Source: an optimization exercise on an open RTL-to-GDS flow (aim: small area). Production flows keep margins and buffers that such runs may drop.
The RTL was checked by simulation tests, not by an equivalence proof against the original design. No driver is modelled on the clock port, so clocking that relies on it looks cheaper here than on a real chip.

==> inputs of run E <==
// decode_top
module decode_top (
    input  logic                          clk_i,
    input  logic                          reset_i,
    input  logic                          if_valid_i,
    input  logic [rv_pkg::XLEN-1:0]       if_pc_i,
    input  logic [rv_pkg::INST_WIDTH-1:0] if_instr_i,
    input  logic                          stall_i,
    input  logic                          wb_we_i,
    input  logic [rv_pkg::GPR_ADDR_W-1:0] wb_addr_i,
    input  logic [rv_pkg::XLEN-1:0]       wb_data_i,
    output logic                          id_ex_valid_o,
    output logic [rv_pkg::XLEN-1:0]       id_ex_pc_o,
    output logic [rv_pkg::GPR_ADDR_W-1:0] id_ex_rd_addr_o,
    output logic [rv_pkg::GPR_ADDR_W-1:0] id_ex_rs1_addr_o,
    output logic [rv_pkg::GPR_ADDR_W-1:0] id_ex_rs2_addr_o,
    output logic [rv_pkg::XLEN-1:0]       id_ex_rs1_val_o,
    output logic [rv_pkg::XLEN-1:0]       id_ex_rs2_val_o,
    output logic [rv_pkg::XLEN-1:0]       id_ex_imm_o,
    output logic                          id_ex_rs1_re_o,
    output logic                          id_ex_rs2_re_o,
    output logic                          id_ex_rd_we_o,
    output logic                          id_ex_mem_re_o,
    output logic                          id_ex_mem_we_o,
    output logic [5:0]                    id_ex_instr_id_o
);
==> module ctrl_unit, before the edit <==
module ctrl_unit (
    input  logic [rv_pkg::CLS_W-1:0] cls_i,
    input  logic [2:0]               funct3_i,
    input  logic [31:7]              instr_i,
    output logic [5:0]               instr_id_o,
    output logic                     rs1_re_o,
    output logic                     rs2_re_o,
    output logic                     rd_we_o,
    output logic                     mem_re_o,
    output logic                     mem_we_o,
    output logic [31:0]              imm_o
);
    logic alt;
    assign alt = instr_i[30];
    always_comb begin
        instr_id_o = rv_pkg::ID_ILLEGAL;
        case (cls_i)
            rv_pkg::CLS_OP_IMM: begin
                case (funct3_i)
                    3'b000: instr_id_o = 6'd0;
                    3'b001: instr_id_o = 6'd6;
                    3'b010: instr_id_o = 6'd1;
                    3'b011: instr_id_o = 6'd2;
                    3'b100: instr_id_o = 6'd3;
                    3'b101: instr_id_o = alt ? 6'd8 : 6'd7;
                    3'b110: instr_id_o = 6'd4;
                    default: instr_id_o = 6'd5;
                endcase
            end
            rv_pkg::CLS_OP: begin
                case (funct3_i)
                    3'b000: instr_id_o = alt ? 6'd10 : 6'd9;
                    3'b001: instr_id_o = 6'd11;
                    3'b010: instr_id_o = 6'd12;
                    3'b011: instr_id_o = 6'd13;
                    3'b100: instr_id_o = 6'd14;
                    3'b101: instr_id_o = alt ? 6'd16 : 6'd15;
                    3'b110: instr_id_o = 6'd17;
                    default: instr_id_o = 6'd18;
                endcase
            end
            rv_pkg::CLS_LOAD: begin
                case (funct3_i)
                    3'b000: instr_id_o = 6'd19;
                    3'b001: instr_id_o = 6'd20;
                    3'b010: instr_id_o = 6'd21;
                    3'b100: instr_id_o = 6'd22;
                    3'b101: instr_id_o = 6'd23;
                    default: instr_id_o = rv_pkg::ID_ILLEGAL;
                endcase
            end
            rv_pkg::CLS_STORE: begin
                case (funct3_i)
                    3'b000: instr_id_o = 6'd24;
                    3'b001: instr_id_o = 6'd25;
                    3'b010: instr_id_o = 6'd26;
                    default: instr_id_o = rv_pkg::ID_ILLEGAL;
                endcase
            end
            rv_pkg::CLS_LUI:   instr_id_o = 6'd27;
            rv_pkg::CLS_AUIPC: instr_id_o = 6'd28;
            default:           instr_id_o = rv_pkg::ID_ILLEGAL;
        endcase
    end
    logic legal;
    assign legal = (cls_i != rv_pkg::CLS_OTHER) &&
                   !(cls_i == rv_pkg::CLS_LOAD  && (funct3_i == 3'b011 || funct3_i[2:1] == 2'b11)) &&
                   !(cls_i == rv_pkg::CLS_STORE && (funct3_i[2] || funct3_i[1:0] == 2'b11));
    assign rs1_re_o = legal && cls_i[2];
    assign rs2_re_o = legal && cls_i[2] && cls_i[1];
    assign rd_we_o  = legal && !(cls_i == rv_pkg::CLS_STORE);
    assign mem_re_o = legal && (cls_i == rv_pkg::CLS_LOAD);
    assign mem_we_o = legal && (cls_i == rv_pkg::CLS_STORE);
    logic i_type, s_type, u_type;
    assign i_type = (cls_i == rv_pkg::CLS_OP_IMM) || (cls_i == rv_pkg::CLS_LOAD);
    assign s_type = (cls_i == rv_pkg::CLS_STORE);
    assign u_type = (cls_i == rv_pkg::CLS_LUI) || (cls_i == rv_pkg::CLS_AUIPC);
    always_comb begin
        if (i_type) begin
            imm_o = {{20{instr_i[31]}}, instr_i[31:20]};
        end else if (s_type) begin
            imm_o = {{20{instr_i[31]}}, instr_i[31:25], instr_i[11:7]};
        end else if (u_type) begin
            imm_o = {instr_i[31:12], 12'b0};
        end else begin
            imm_o = '0;
        end
    end
endmodule
export LEC_CHECK = 0
export CAP_MARGIN = 20
export CORE_MARGIN = 2
export CORE_UTILIZATION = 50
export PLACE_DENSITY = 0.65
export SLEW_MARGIN = 20
export SYNTH_HIERARCHICAL = 1
export SYNTH_MINIMUM_KEEP_SIZE = 0
create_clock -name core_clock -period 5.0 [get_ports {clk_i}]
standard.sh (not shown) runs the stock make flow with config.mk's settings and CLKGATE_MAP_FILE= SYNTH_SCRIPT=/design/flow/synth_recipe.tcl, a recipe that flattens the netlist after the stock synthesis.
==> flow/flow/run.sh <==
#!/bin/bash
# The standard layout (standard.sh: the ORFS flow and synthesis, unchanged)
# with two changes made through ORFS's own variables:
#  - the port buffers are sky130_fd_sc_hd__buf_1 instead of the cell
#    buffer_ports picks by itself (still one buffer on every input and output);
#  - clock tree synthesis inserts no dummy loads, with larger sink clusters.
# Each ORFS step writes its full log under orfs/logs/; make's own output goes
# to flow_make.log in this folder.
set -euo pipefail
cd "$(dirname "$0")/.."
export BUFFER_PORTS_ARGS="-buffer_cell sky130_fd_sc_hd__buf_1"
export CTS_ARGS="-sink_clustering_enable -repair_clock_nets -sink_clustering_size 30 -sink_clustering_max_diameter 100 -buf_list {sky130_fd_sc_hd__clkbuf_8 sky130_fd_sc_hd__clkbuf_16} -dont_use_dummy_load"
bash standard.sh > flow_make.log 2>&1
==> run P: changes against run E <==
--- a/flow/design.v
+++ b/flow/design.v
@@ -72,4 +72,16 @@
     end
 endmodule
+module g_a21o (
+    input  logic a1, a2, b1,
+    output logic y
+);
+    assign y = (a1 & a2) | b1;
+endmodule
+module g_and2 (
+    input  logic a, b,
+    output logic y
+);
+    assign y = a & b;
+endmodule
 `timescale 1ns/1ps
 module ctrl_unit (
@@ -146,19 +158,43 @@
     assign mem_re_o = legal && (cls_i == rv_pkg::CLS_LOAD);
     assign mem_we_o = legal && (cls_i == rv_pkg::CLS_STORE);
-    logic i_type, s_type, u_type;
-    assign i_type = (cls_i == rv_pkg::CLS_OP_IMM) || (cls_i == rv_pkg::CLS_LOAD);
-    assign s_type = (cls_i == rv_pkg::CLS_STORE);
-    assign u_type = (cls_i == rv_pkg::CLS_LUI) || (cls_i == rv_pkg::CLS_AUIPC);
-    always_comb begin
-        if (i_type) begin
-            imm_o = {{20{instr_i[31]}}, instr_i[31:20]};
-        end else if (s_type) begin
-            imm_o = {{20{instr_i[31]}}, instr_i[31:25], instr_i[11:7]};
-        end else if (u_type) begin
-            imm_o = {instr_i[31:12], 12'b0};
-        end else begin
-            imm_o = '0;
-        end
+    logic is_i, is_s, is_u, is_is, is_any, sgn;
+    imm_dec u_imm_dec (
+        .cls_i   (cls_i),
+        .b31_i   (instr_i[31]),
+        .is_i_o  (is_i),
+        .is_s_o  (is_s),
+        .is_u_o  (is_u),
+        .is_is_o (is_is),
+        .is_any_o(is_any),
+        .sgn_o   (sgn)
+    );
+    for (genvar k = 0; k < 5; k++) begin : g_lo
+        g_a22o u_ao (.a1(is_i), .a2(instr_i[20+k]), .b1(is_s), .b2(instr_i[7+k]), .y(imm_o[k]));
     end
+    for (genvar k = 5; k < 11; k++) begin : g_mid
+        g_and2 u_a (.a(is_is), .b(instr_i[20+k]), .y(imm_o[k]));
+    end
+    assign imm_o[11] = sgn;
+    for (genvar k = 12; k < 31; k++) begin : g_hi
+        g_a21o u_ao (.a1(is_u), .a2(instr_i[k]), .b1(sgn), .y(imm_o[k]));
+    end
+    g_and2 u_top (.a(is_any), .b(instr_i[31]), .y(imm_o[31]));
+endmodule
+module imm_dec (
+    input  logic [rv_pkg::CLS_W-1:0] cls_i,
+    input  logic                     b31_i,
+    output logic                     is_i_o,
+    output logic                     is_s_o,
+    output logic                     is_u_o,
+    output logic                     is_is_o,
+    output logic                     is_any_o,
+    output logic                     sgn_o
+);
+    assign is_i_o   = (cls_i == rv_pkg::CLS_OP_IMM) || (cls_i == rv_pkg::CLS_LOAD);
+    assign is_s_o   = (cls_i == rv_pkg::CLS_STORE);
+    assign is_u_o   = (cls_i == rv_pkg::CLS_LUI) || (cls_i == rv_pkg::CLS_AUIPC);
+    assign is_is_o  = is_i_o || is_s_o;
+    assign is_any_o = is_is_o || is_u_o;
+    assign sgn_o    = is_is_o && b31_i;
 endmodule
 `timescale 1ns/1ps
Settings changed: CAP_MARGIN 20 to 10, SLEW_MARGIN 20 to 10.
==> run H: changes against run E <==
--- a/flow/design.v
+++ b/flow/design.v
@@ -72,4 +72,16 @@
     end
 endmodule
+module g_a21o (
+    input  logic a1, a2, b1,
+    output logic y
+);
+    assign y = (a1 & a2) | b1;
+endmodule
+module g_and2 (
+    input  logic a, b,
+    output logic y
+);
+    assign y = a & b;
+endmodule
 `timescale 1ns/1ps
 module ctrl_unit (
@@ -146,19 +158,43 @@
     assign mem_re_o = legal && (cls_i == rv_pkg::CLS_LOAD);
     assign mem_we_o = legal && (cls_i == rv_pkg::CLS_STORE);
-    logic i_type, s_type, u_type;
-    assign i_type = (cls_i == rv_pkg::CLS_OP_IMM) || (cls_i == rv_pkg::CLS_LOAD);
-    assign s_type = (cls_i == rv_pkg::CLS_STORE);
-    assign u_type = (cls_i == rv_pkg::CLS_LUI) || (cls_i == rv_pkg::CLS_AUIPC);
-    always_comb begin
-        if (i_type) begin
-            imm_o = {{20{instr_i[31]}}, instr_i[31:20]};
-        end else if (s_type) begin
-            imm_o = {{20{instr_i[31]}}, instr_i[31:25], instr_i[11:7]};
-        end else if (u_type) begin
-            imm_o = {instr_i[31:12], 12'b0};
-        end else begin
-            imm_o = '0;
-        end
+    logic is_i, is_s, is_u, is_is, is_any, sgn;
+    imm_dec u_imm_dec (
+        .cls_i   (cls_i),
+        .b31_i   (instr_i[31]),
+        .is_i_o  (is_i),
+        .is_s_o  (is_s),
+        .is_u_o  (is_u),
+        .is_is_o (is_is),
+        .is_any_o(is_any),
+        .sgn_o   (sgn)
+    );
+    for (genvar k = 0; k < 5; k++) begin : g_lo
+        g_a22o u_ao (.a1(is_i), .a2(instr_i[20+k]), .b1(is_s), .b2(instr_i[7+k]), .y(imm_o[k]));
     end
+    for (genvar k = 5; k < 11; k++) begin : g_mid
+        g_and2 u_a (.a(is_is), .b(instr_i[20+k]), .y(imm_o[k]));
+    end
+    assign imm_o[11] = sgn;
+    for (genvar k = 12; k < 31; k++) begin : g_hi
+        g_a21o u_ao (.a1(is_u), .a2(instr_i[k]), .b1(sgn), .y(imm_o[k]));
+    end
+    g_and2 u_top (.a(is_any), .b(instr_i[31]), .y(imm_o[31]));
+endmodule
+module imm_dec (
+    input  logic [rv_pkg::CLS_W-1:0] cls_i,
+    input  logic                     b31_i,
+    output logic                     is_i_o,
+    output logic                     is_s_o,
+    output logic                     is_u_o,
+    output logic                     is_is_o,
+    output logic                     is_any_o,
+    output logic                     sgn_o
+);
+    assign is_i_o   = (cls_i == rv_pkg::CLS_OP_IMM) || (cls_i == rv_pkg::CLS_LOAD);
+    assign is_s_o   = (cls_i == rv_pkg::CLS_STORE);
+    assign is_u_o   = (cls_i == rv_pkg::CLS_LUI) || (cls_i == rv_pkg::CLS_AUIPC);
+    assign is_is_o  = is_i_o || is_s_o;
+    assign is_any_o = is_is_o || is_u_o;
+    assign sgn_o    = is_is_o && b31_i;
 endmodule
 `timescale 1ns/1ps
--- a/flow/flow/run.sh
+++ b/flow/flow/run.sh
@@ -10,4 +10,4 @@
 cd "$(dirname "$0")/.."
 export BUFFER_PORTS_ARGS="-buffer_cell sky130_fd_sc_hd__buf_1"
-export CTS_ARGS="-sink_clustering_enable -repair_clock_nets -sink_clustering_size 30 -sink_clustering_max_diameter 100 -buf_list {sky130_fd_sc_hd__clkbuf_8 sky130_fd_sc_hd__clkbuf_16} -dont_use_dummy_load"
+export CTS_ARGS="-sink_clustering_enable -repair_clock_nets -sink_clustering_size 24 -sink_clustering_max_diameter 80 -buf_list {sky130_fd_sc_hd__clkbuf_8 sky130_fd_sc_hd__clkbuf_16} -dont_use_dummy_load"
 bash standard.sh > flow_make.log 2>&1
Settings changed: CAP_MARGIN 20 to 10, SLEW_MARGIN 20 to 10.
==> notes <==
Run H produced a clean layout. Run E completed with no timing, DRC or antenna violations. Run P completed without violations.
Against run P, the worst setup slack of run H is better by 30 ps.
Utilization, lowest first: run P, run H, run E.
The highest via count belongs to run E, the lowest to run P.
Of run E and run P, run E has the higher fmax (gap 1.6%, measured against run P).
First-iteration DRC count, highest first: run E, run P, run H.
Sequential share of layout area, lowest first: run E, run H, run P.
Of run E and run H, run H has the higher register-to-register slack (gap 210 ps).
The lowest cell area belongs to run P, the highest to run E.
Critical path depth is the same in run P and run H.
The highest cell count belongs to run E, the lowest to run P.

-- port drivers added, routing unchanged --
In the flow no input, the clock included, has a driving cell. The finished layouts below were timed again as built, in two steps.
Step 1 sets driving cells, clkbuf_16 on the clock port and buf_2 on the other inputs (assumed; they add their load-dependent delay and slew).
Step 2 also shifts input and output timing later by t, the mid clock arrival at the registers, as if the neighbouring blocks saw the same clock.
Slacks: no drivers / after step 1 / after step 2; pairs: no drivers / after step 1.
run	shift t [ns]	slack for setup (ns)	clock arrival spread, ns
run E	0.716	1.011 / 0.998 / 0.282	0.087 / 0.086
run P	0.695	0.947 / 0.990 / 0.296	0.080 / 0.081
run H	0.718	0.977 / 1.020 / 0.302	0.096 / 0.096
After both steps setup and hold are still met in every run listed. The setup slack of run E, which loses most, moves by -0.013 ns with the drivers and by -0.729 ns with both steps.
